Source: an optimization exercise on an open RTL-to-GDS flow (aim: small area). Production flows keep margins and buffers that such runs may drop.
The RTL was checked by simulation tests, not by an equivalence proof against the original design.
Power is estimated from default activity; no workload was simulated.

// chip
module chip (
	input logic clk,
	input logic chip_reset,
	input logic uart_rx,
	output logic uart_tx,
	output logic [3:0] status  
);
Settings: LEC_CHECK=0, CAP_MARGIN=20, CORE_MARGIN=2, CORE_UTILIZATION=40, CTS_BUF_LIST=sky130_fd_sc_hd__clkbuf_8, CTS_CLUSTER_DIAMETER=60, CTS_CLUSTER_SIZE=16, SLEW_MARGIN=20; clock period 10.0 ns.
standard.sh (not shown) runs the stock make flow with config.mk's settings and CLKGATE_MAP_FILE= SYNTH_SCRIPT=/design/flow/synth_recipe.tcl, a recipe that flattens the netlist after the stock synthesis.
==> flow/flow/run.sh <==
#!/bin/bash
# Standard layout, except that the combinational logic of the standard
# synthesis netlist is re-mapped by ABC for area before floorplanning.
# Registers (instances, names, cell types, Q nets) are left untouched.
set -euo pipefail
WORK=$PWD
R=$WORK/orfs/results/$FLOW_PLATFORM/chip/base
LIB=$FLOW_HOME/platforms/$FLOW_PLATFORM/lib/sky130_fd_sc_hd__tt_025C_1v80.lib
YOSYS=$FLOW_HOME/../tools/install/yosys/bin/yosys
command -v yosys >/dev/null 2>&1 && YOSYS=$(command -v yosys)

# 1. standard synthesis
bash standard.sh synth > 1_standard_synth.log 2>&1
cp $R/1_2_yosys.v $WORK/std_1_2_yosys.v

# 2. area re-mapping of the logic between registers
DU=$(sed -n '/DONT_USE_CELLS/,/^$/p' $FLOW_HOME/platforms/$FLOW_PLATFORM/config.mk \
	| grep -o 'sky130_fd_sc_hd__[a-z0-9_]*' | sed 's/^/-dont_use /' | tr '\n' ' ')
SEQ=$(grep -oE 'sky130_fd_sc_hd__[a-z0-9_]+' $WORK/std_1_2_yosys.v | sort -u | grep -E '__(e?df|sdf|dl|sdl)' | tr '\n' ' ')
cat > $WORK/reopt.ys <<YS
read_liberty -ignore_miss_func $LIB
delete $SEQ
read_liberty -lib -nooverwrite $LIB
read_verilog $WORK/std_1_2_yosys.v
hierarchy -top $FLOW_TOP
flatten
rename -hide w:_*_.*
opt_clean
abc -liberty $LIB $DU -script $WORK/flow/area.abc
opt_clean -purge
hilomap -singleton -hicell sky130_fd_sc_hd__conb_1 HI -locell sky130_fd_sc_hd__conb_1 LO
splitnets
insbuf -buf sky130_fd_sc_hd__buf_4 A X
opt_clean -purge
tee -o $WORK/reopt_stat.txt stat -liberty $LIB
write_verilog -noattr -noexpr -nohex -nodec $WORK/reopt_1_2_yosys.v
YS
$YOSYS -s $WORK/reopt.ys > 2_reopt_yosys.log 2>&1
cp $WORK/reopt_1_2_yosys.v $R/1_2_yosys.v
rm -f $R/1_synth.odb $R/1_synth.sdc

# 3. the rest of the standard layout
bash standard.sh > 3_standard_layout.log 2>&1
==> flow/flow/area.abc <==
strash
dch
map -a
topo
dnsize
The baseline finished with timing, DRC and antenna clean.
Next try:
==> flow/run.sh (new file) <==
#!/bin/bash
# synth_recipe.tcl (not shown) runs the flow's synth.tcl, then flattens the netlist and writes it again
# the make line also repeats each setting of config.mk as NAME=value (left out here)
make -C /OpenROAD-flow-scripts/flow DESIGN_CONFIG=/design/flow/config.mk WORK_HOME=/design/flow/orfs CLKGATE_MAP_FILE= SYNTH_SCRIPT=/design/flow/synth_recipe.tcl finish
==> flow/config.mk (replaced) <==
export PLATFORM = sky130hd
export DESIGN_NAME = chip
export DESIGN_NICKNAME = chip
export VERILOG_FILES = /design/flow/design.v
export SDC_FILE = /design/flow/constraint.sdc
export NUM_CORES = 4
export LEC_CHECK = 0
export CAP_MARGIN = 10
export CORE_MARGIN = 2
export CORE_UTILIZATION = 55
export CTS_BUF_LIST = sky130_fd_sc_hd__clkbuf_16
export CTS_CLUSTER_DIAMETER = 80
export CTS_CLUSTER_SIZE = 30
export GPL_TIMING_DRIVEN = 0
export SLEW_MARGIN = 10
removed: flow/flow/run.sh
removed: flow/flow/area.abc
removed: flow/standard.sh
=>
- The new run ran to the end with no violations
- synthesized area climbs by 4.6%
- final area is higher by 2.3%
- total power fell by 0.81%
- final cell count came out lower by 12%
- routed wire length came out lower by 1.2%

---

run A:
chip again, from the RTL that the note above started with.
clock: 10.0 ns
lec_check: 0
cap_margin: 20
core_margin: 2
core_utilization: 40
cts_buf_list: sky130_fd_sc_hd__clkbuf_8
cts_cluster_diameter: 60
cts_cluster_size: 16
slew_margin: 20
==> flow/flow/run.sh <==
#!/bin/bash
# Standard layout, except that the combinational logic of the standard
# synthesis netlist is re-mapped by ABC for area before floorplanning.
# Registers (instances, names, cell types, Q nets) are left untouched.
set -euo pipefail
WORK=$PWD
R=$WORK/orfs/results/$FLOW_PLATFORM/chip/base
LIB=$FLOW_HOME/platforms/$FLOW_PLATFORM/lib/sky130_fd_sc_hd__tt_025C_1v80.lib
YOSYS=$FLOW_HOME/../tools/install/yosys/bin/yosys
command -v yosys >/dev/null 2>&1 && YOSYS=$(command -v yosys)

# 1. standard synthesis
bash standard.sh synth > 1_standard_synth.log 2>&1
cp $R/1_2_yosys.v $WORK/std_1_2_yosys.v

# 2. area re-mapping of the logic between registers
DU=$(sed -n '/DONT_USE_CELLS/,/^$/p' $FLOW_HOME/platforms/$FLOW_PLATFORM/config.mk \
	| grep -o 'sky130_fd_sc_hd__[a-z0-9_]*' | sed 's/^/-dont_use /' | tr '\n' ' ')
SEQ=$(grep -oE 'sky130_fd_sc_hd__[a-z0-9_]+' $WORK/std_1_2_yosys.v | sort -u | grep -E '__(e?df|sdf|dl|sdl)' | tr '\n' ' ')
cat > $WORK/reopt.ys <<YS
read_liberty -ignore_miss_func $LIB
delete $SEQ
read_liberty -lib -nooverwrite $LIB
read_verilog $WORK/std_1_2_yosys.v
hierarchy -top $FLOW_TOP
flatten
rename -hide w:_*_.*
opt_clean
abc -liberty $LIB $DU -script $WORK/flow/area.abc
opt_clean -purge
hilomap -singleton -hicell sky130_fd_sc_hd__conb_1 HI -locell sky130_fd_sc_hd__conb_1 LO
splitnets
insbuf -buf sky130_fd_sc_hd__buf_4 A X
opt_clean -purge
tee -o $WORK/reopt_stat.txt stat -liberty $LIB
write_verilog -noattr -noexpr -nohex -nodec $WORK/reopt_1_2_yosys.v
YS
$YOSYS -s $WORK/reopt.ys > 2_reopt_yosys.log 2>&1
cp $WORK/reopt_1_2_yosys.v $R/1_2_yosys.v
rm -f $R/1_synth.odb $R/1_synth.sdc

# 3. the rest of the standard layout
export CTS_ARGS="-sink_clustering_enable -repair_clock_nets -buf_list sky130_fd_sc_hd__clkbuf_8 -sink_clustering_size 16 -sink_clustering_max_diameter 60 -dont_use_dummy_load"
bash standard.sh > 3_standard_layout.log 2>&1
==> flow/flow/area.abc <==
strash
dch
map -a
topo
dnsize
Run A ended with every stage complete and zero timing, DRC or antenna violations.
Relative to run A, the following input files were edited for run B:
# run A
export LEC_CHECK = 0
export CAP_MARGIN = 20
export CORE_MARGIN = 2
export CORE_UTILIZATION = 40
export CTS_BUF_LIST = sky130_fd_sc_hd__clkbuf_8
export CTS_CLUSTER_DIAMETER = 60
export CTS_CLUSTER_SIZE = 16
export SLEW_MARGIN = 20
create_clock -name core_clock -period 10.0 [get_ports {clk}]
# run B
export LEC_CHECK = 0
export CAP_MARGIN = 20
export CORE_MARGIN = 2
export CORE_UTILIZATION = 40
export CTS_BUF_LIST = sky130_fd_sc_hd__clkbuf_8
export CTS_CLUSTER_DIAMETER = 60
export CTS_CLUSTER_SIZE = 16
export GPL_TIMING_DRIVEN = 0
export SLEW_MARGIN = 20
create_clock -name core_clock -period 10.0 [get_ports {clk}]
==> flow/flow/area.abc <==
strash
ifraig
dc2
dch -f
amap
topo
dnsize
[summary]
- The final layout from run B, which completed every stage, passed the timing, design-rule and antenna checks at the end of the flow.
- There was hardly any difference in combinational group share of total power between run A and run B.
- Internal power (run B over run A): decrease, 0.32%
- Against run A, run B reports a largest driver fanout on the critical path that is higher.
What run C does differently from run B at the input level:
# run B
export LEC_CHECK = 0
export CAP_MARGIN = 20
export CORE_MARGIN = 2
export CORE_UTILIZATION = 40
export CTS_BUF_LIST = sky130_fd_sc_hd__clkbuf_8
export CTS_CLUSTER_DIAMETER = 60
export CTS_CLUSTER_SIZE = 16
export GPL_TIMING_DRIVEN = 0
export SLEW_MARGIN = 20
create_clock -name core_clock -period 10.0 [get_ports {clk}]
# run C
export LEC_CHECK = 0
export CAP_MARGIN = 20
export CORE_MARGIN = 2
export CORE_UTILIZATION = 40
export CTS_BUF_LIST = sky130_fd_sc_hd__clkbuf_8
export CTS_CLUSTER_DIAMETER = 60
export CTS_CLUSTER_SIZE = 16
export SLEW_MARGIN = 20
create_clock -name core_clock -period 10.0 [get_ports {clk}]
==> flow/run.sh (new file) <==
#!/bin/bash
# synth_recipe.tcl (not shown) runs the flow's synth.tcl, then flattens the netlist and writes it again
# the make line also repeats each setting of config.mk as NAME=value (left out here)
make -C /OpenROAD-flow-scripts/flow DESIGN_CONFIG=/design/flow/config.mk WORK_HOME=/design/flow/orfs CLKGATE_MAP_FILE= SYNTH_SCRIPT=/design/flow/synth_recipe.tcl finish
removed: flow/flow/run.sh
removed: flow/flow/area.abc
removed: flow/standard.sh
==> notes.md <==
Relative to run B, the post-route minimum period of run C is lower by 1.47 ns. In run C relative to run B, overall die height had gone up by a few percent. Run comparison: run C critical path launch point imem_i.rd_pos[1]; run B critical path launch point imem_i.rd_pos[2]. Area overhead of the layout relative to synthesis in run C is 2.7 points lower than in run B. Compared with run B, run C shows a higher register-to-register slack.
Input changes introduced in run D (baseline for comparison: run C):
==> flow/flow/run.sh (new file) <==
#!/bin/bash
# Standard layout, except that the combinational logic of the standard
# synthesis netlist is re-mapped by ABC for area before floorplanning.
# Registers (instances, names, cell types, Q nets) are left untouched.
set -euo pipefail
WORK=$PWD
R=$WORK/orfs/results/$FLOW_PLATFORM/chip/base
LIB=$FLOW_HOME/platforms/$FLOW_PLATFORM/lib/sky130_fd_sc_hd__tt_025C_1v80.lib
YOSYS=$FLOW_HOME/../tools/install/yosys/bin/yosys
command -v yosys >/dev/null 2>&1 && YOSYS=$(command -v yosys)

# 1. standard synthesis
bash standard.sh synth > 1_standard_synth.log 2>&1
cp $R/1_2_yosys.v $WORK/std_1_2_yosys.v

# 2. area re-mapping of the logic between registers
DU=$(sed -n '/DONT_USE_CELLS/,/^$/p' $FLOW_HOME/platforms/$FLOW_PLATFORM/config.mk \
	| grep -o 'sky130_fd_sc_hd__[a-z0-9_]*' | sed 's/^/-dont_use /' | tr '\n' ' ')
SEQ=$(grep -oE 'sky130_fd_sc_hd__[a-z0-9_]+' $WORK/std_1_2_yosys.v | sort -u | grep -E '__(e?df|sdf|dl|sdl)' | tr '\n' ' ')
cat > $WORK/reopt.ys <<YS
read_liberty -ignore_miss_func $LIB
delete $SEQ
read_liberty -lib -nooverwrite $LIB
read_verilog $WORK/std_1_2_yosys.v
hierarchy -top $FLOW_TOP
flatten
rename -hide w:_*_.*
opt_clean
abc -liberty $LIB $DU -script $WORK/flow/area.abc
opt_clean -purge
hilomap -singleton -hicell sky130_fd_sc_hd__conb_1 HI -locell sky130_fd_sc_hd__conb_1 LO
splitnets
insbuf -buf sky130_fd_sc_hd__buf_4 A X
opt_clean -purge
tee -o $WORK/reopt_stat.txt stat -liberty $LIB
write_verilog -noattr -noexpr -nohex -nodec $WORK/reopt_1_2_yosys.v
YS
$YOSYS -s $WORK/reopt.ys > 2_reopt_yosys.log 2>&1
cp $WORK/reopt_1_2_yosys.v $R/1_2_yosys.v
rm -f $R/1_synth.odb $R/1_synth.sdc

# 3. the rest of the standard layout
export CTS_ARGS="-sink_clustering_enable -repair_clock_nets -buf_list sky130_fd_sc_hd__clkbuf_8 -sink_clustering_size 16 -sink_clustering_max_diameter 60 -dont_use_dummy_load"
bash standard.sh > 3_standard_layout.log 2>&1
==> flow/flow/area.abc (new file) <==
strash
ifraig
dc2
dch -f
amap
topo
dnsize
==> flow/standard.sh (new file) <==
#!/bin/bash
# synth_recipe.tcl (not shown) runs the flow's synth.tcl, then flattens the netlist and writes it again
# the make line also repeats each setting of config.mk as NAME=value (left out here)
make -C /OpenROAD-flow-scripts/flow DESIGN_CONFIG=/design/flow/config.mk WORK_HOME=/design/flow/orfs CLKGATE_MAP_FILE= SYNTH_SCRIPT=/design/flow/synth_recipe.tcl "${@:-finish}"
removed: flow/run.sh
### Flow results
- Diff run C -> run D: amount of wire on met3 after detailed routing fell 11%; global routing usage on met1 rose 1.7 points; non-clock buffer count rose 3.
- Run comparison: run C origin of the worst setup path imem_i.rd_pos[1]; run D origin of the worst setup path imem_i.rd_pos[2]
- Between run D and run C, it is run D whose wire length is lower, by 2.2%.
- Starting DRC count in detailed routing, run D vs run C: up by more than 10%
- Run D — fraction of power consumed by the clock network 2.1 points lower, run C as reference
- Net total in the final layout, run D vs run C: down by a few percent
- core_i.regs[0][7] as the worst setup path endpoint was reported by run C, and core_i.regs[12][7] by run D.
- When run D is measured against run C, its total track usage turns out 0.58 points higher.

==> port drivers added, routing unchanged <==
Ports are ideal in the flow. The routed layouts listed here were re-timed in OpenROAD. Step 1 sets driving cells, clkbuf_16 on the clock port and buf_2 on the other inputs (assumed; they add their load-dependent delay and slew). Step 2, shift: input delay + t, output delay - t, t = (earliest + latest rising clock arrival at the registers) / 2. This alone moves slack from input paths to output paths. a / b / c = ideal / step 1 / step 2; a / b = the first two.
run | t, ns | setup slack, ns | latest minus earliest clock arrival (ns) | worst register clock-pin slew, ns | pins driven straight from the clock port
the first run of note 1 | 0.786 | 1.331 / 1.331 / 1.331 | 0.056 / 0.056 | 0.11 / 0.11 | 1
the second run of note 1 | 0.702 | 2.351 / 2.351 / 2.351 | 0.041 / 0.041 | 0.12 / 0.12 | 1
run A | 0.749 | 1.461 / 1.461 / 1.461 | 0.114 / 0.114 | 0.10 / 0.10 | 1
run B | 0.733 | 0.540 / 0.540 / 0.540 | 0.138 / 0.138 | 0.10 / 0.10 | 1
run C | 0.780 | 2.011 / 2.011 / 2.011 | 0.064 / 0.063 | 0.11 / 0.11 | 1
run D | 0.732 | 0.719 / 0.719 / 0.719 | 0.126 / 0.126 | 0.10 / 0.10 | 1
After both steps setup and hold are still met in every run listed.
